Background: an optimization exercise with open tools, aiming at small area. Do not read the settings as production practice.
In this exercise RTL edits were held to simulation tests only and were not proved equivalent to the original.
Power figures rest on the tool's default switching activity, not on a simulated workload.

==> flow/design.v <==
module sha_spi_host #(
  parameter int unsigned CLK_DIV        = 2,
  parameter int unsigned TIMEOUT_CYCLES = 65535
) (
  input  logic         clk,
  input  logic         reset_n,
  input  logic         start,
  input  logic [511:0] message,
  output logic         busy,
  output logic [255:0] hash,
  output logic         hash_valid,
  output logic         timeout,
  output logic         sck,
  output logic         sdi,
  input  logic         sdo,
  output logic         block_load,
  output logic         message_load,
  input  logic         done,
  output logic [2:0]   fsm_state
);
  localparam logic [1:0] M_IDLE = 2'd0, M_TX = 2'd1, M_WAIT = 2'd2, M_RX = 2'd3;
  localparam logic [15:0] TX_BASE = 16'hF800;
  localparam logic [15:0] RX_BASE = 16'hFC00;
  localparam logic [15:0] TO_LAST = 16'(TIMEOUT_CYCLES - 1);
  logic [1:0]   mode;
  logic [15:0]  cnt;
  logic [511:0] tx_sr;
  logic         done_s1, done_s2;
  logic is_idle, is_tx, is_wait, is_rx;
  logic accept, tx_shift, rx_shift, shift, hold, cnt_end, go_rx, expire;
  logic [511:0] shift_in;
  assign is_idle = (mode == M_IDLE);
  assign is_tx   = (mode == M_TX);
  assign is_wait = (mode == M_WAIT);
  assign is_rx   = (mode == M_RX);
  assign cnt_end  = &cnt;
  assign accept   = is_idle & start;
  assign tx_shift = is_tx & cnt[1] & cnt[0];
  assign rx_shift = is_rx & ~cnt[1] & cnt[0];
  assign shift    = tx_shift | rx_shift;
  assign hold     = ~accept & ~shift;
  assign shift_in = {tx_sr[510:0], sdo};
  assign go_rx    = is_wait & done_s2;
  assign expire   = is_wait & ~done_s2 & (cnt == TO_LAST);
  assign busy         = ~is_idle;
  assign block_load   = is_tx;
  assign message_load = is_tx;
  assign sck          = (is_tx & cnt[1]) | (is_rx & ~cnt[1]);
  assign sdi          = is_tx & tx_sr[511];
  assign hash         = tx_sr[255:0];
  assign fsm_state    = is_tx   ? {1'b0, cnt[1], ~cnt[1]} :
                        is_wait ? 3'd3 :
                        is_rx   ? {1'b1, 1'b0, cnt[1]} : 3'd0;
  always_ff @(posedge clk or negedge reset_n) begin
    if (!reset_n) begin
      mode       <= M_IDLE;
      hash_valid <= 1'b0;
      timeout    <= 1'b0;
    end else begin
      timeout <= expire;
      if (accept) hash_valid <= 1'b0;
      else if (is_rx & cnt_end) hash_valid <= 1'b1;
      case (mode)
        M_IDLE: if (start) mode <= M_TX;
        M_TX:   if (cnt_end) mode <= M_WAIT;
        M_WAIT: if (done_s2) mode <= M_RX;
                else if (cnt == TO_LAST) mode <= M_IDLE;
        M_RX:   if (cnt_end) mode <= M_IDLE;
      endcase
    end
  end
  always_ff @(posedge clk) begin
    done_s1 <= done;
    done_s2 <= done_s1;
    if (accept)     cnt <= TX_BASE;
    else if (go_rx) cnt <= RX_BASE;
    else            cnt <= cnt + 16'd1;
    for (int i = 0; i < 512; i++)
      tx_sr[i] <= (accept & message[i]) | (shift & shift_in[i]) | (hold & tx_sr[i]);
  end
endmodule
export LEC_CHECK = 0
export ABC_AREA = 1
export CAP_MARGIN = 20
export CORE_MARGIN = 2
export CORE_UTILIZATION = 30
export SLEW_MARGIN = 20
create_clock -name core_clock -period 5.0 [get_ports {clk}]
standard.sh (not shown) runs the stock make flow with config.mk's settings and CLKGATE_MAP_FILE= SYNTH_SCRIPT=/design/flow/synth_recipe.tcl, a recipe that flattens the netlist after the stock synthesis.
==> flow/flow/run.sh <==
#!/bin/bash
# Standard ORFS layout with four changes that only affect how the layout is built:
#  - the port buffers are the smallest buffer (buf_1) instead of buffer_ports' default cell;
#  - before floorplanning, the combinational logic is remapped for area (flow/restructure.tcl);
#  - the floorplan step removes buffers instead of resizing (REMOVE_ABC_BUFFERS);
#  - clock tree synthesis uses larger sink clusters and no dummy loads.
set -euo pipefail
HERE=$(cd "$(dirname "$0")" && pwd)
export BUFFER_PORTS_ARGS="-buffer_cell sky130_fd_sc_hd__buf_1"
export REMOVE_ABC_BUFFERS=1
export PRE_FLOORPLAN_TCL="$HERE/restructure.tcl"
export CTS_ARGS="-sink_clustering_enable -repair_clock_nets -dont_use_dummy_load -sink_clustering_size 12 -sink_clustering_max_diameter 60 -buf_list sky130_fd_sc_hd__clkbuf_8"
bash standard.sh > flow_make.log 2>&1
==> flow/flow/restructure.tcl <==
# Pre-floorplan hook: remap the synthesized combinational logic for area with OpenROAD's
# restructure (ABC). Registers are untouched.
set_dont_use $::env(DONT_USE_CELLS)
file mkdir $::env(OBJECTS_DIR)/rmp
restructure -target area -liberty_file [lindex $::env(LIB_FILES) 0] \
  -tielo_port sky130_fd_sc_hd__conb_1/LO -tiehi_port sky130_fd_sc_hd__conb_1/HI \
  -work_dir $::env(OBJECTS_DIR)/rmp -abc_logfile $::env(OBJECTS_DIR)/rmp/abc.log
report_design_area
The baseline ran to the end with no violations.
Then changed:
==> flow/flow/run.sh (replaced) <==
#!/bin/bash
# Standard ORFS layout, except that the port buffers are the smallest buffer (buf_1)
# instead of the cell buffer_ports picks by default.
set -euo pipefail
export BUFFER_PORTS_ARGS="-buffer_cell sky130_fd_sc_hd__buf_1"
bash standard.sh > flow_make.log 2>&1
- CORE_UTILIZATION: 30 -> 40
removed: flow/flow/restructure.tcl
Clock skew shrinks by 0.015 ns; area after synthesis grows by about a fifth; sequential share of layout area shrinks by 4.6 points; utilization grows by 9.0 points; non-clock buffer count grows by 5; routed wire length grows by roughly a tenth; maximum frequency grows slightly; final area grows by roughly a tenth; power shrinks by well over a third; worst hold slack improved by 0.047 ns; die area shrinks by roughly a tenth.

## port drivers added, routing unchanged
No port has a modelled driver above. Below, the same layouts with a new extraction and two added sets of constraints.
Step 1: set_driving_cell puts a clkbuf_16 on clk and a buf_2 on each other input, an assumption about the parent block.
Step 2 adds t to the input delays and takes it off the output delays; t is the mean of the earliest and latest rising clock arrival at the registers after step 1. Input paths then give back, and output paths get back, about the clock's delay inside the block.
a / b / c = ideal / step 1 / step 2; a / b = the first two.
run | shift t [ns] | setup slack, ns | worst register clock-pin slew, ns | worst slew at a driven data input, ns
the first run | 0.665 | 1.889 / 1.831 / 1.675 | 0.09 / 0.09 | 0.12
the second run | 0.652 | 1.935 / 1.875 / 2.020 | 0.06 / 0.06 | 0.17
After both steps setup and hold are still met in every run listed. The setup slack of the first run, which loses most, moves by -0.058 ns with the drivers and by -0.214 ns with both steps.
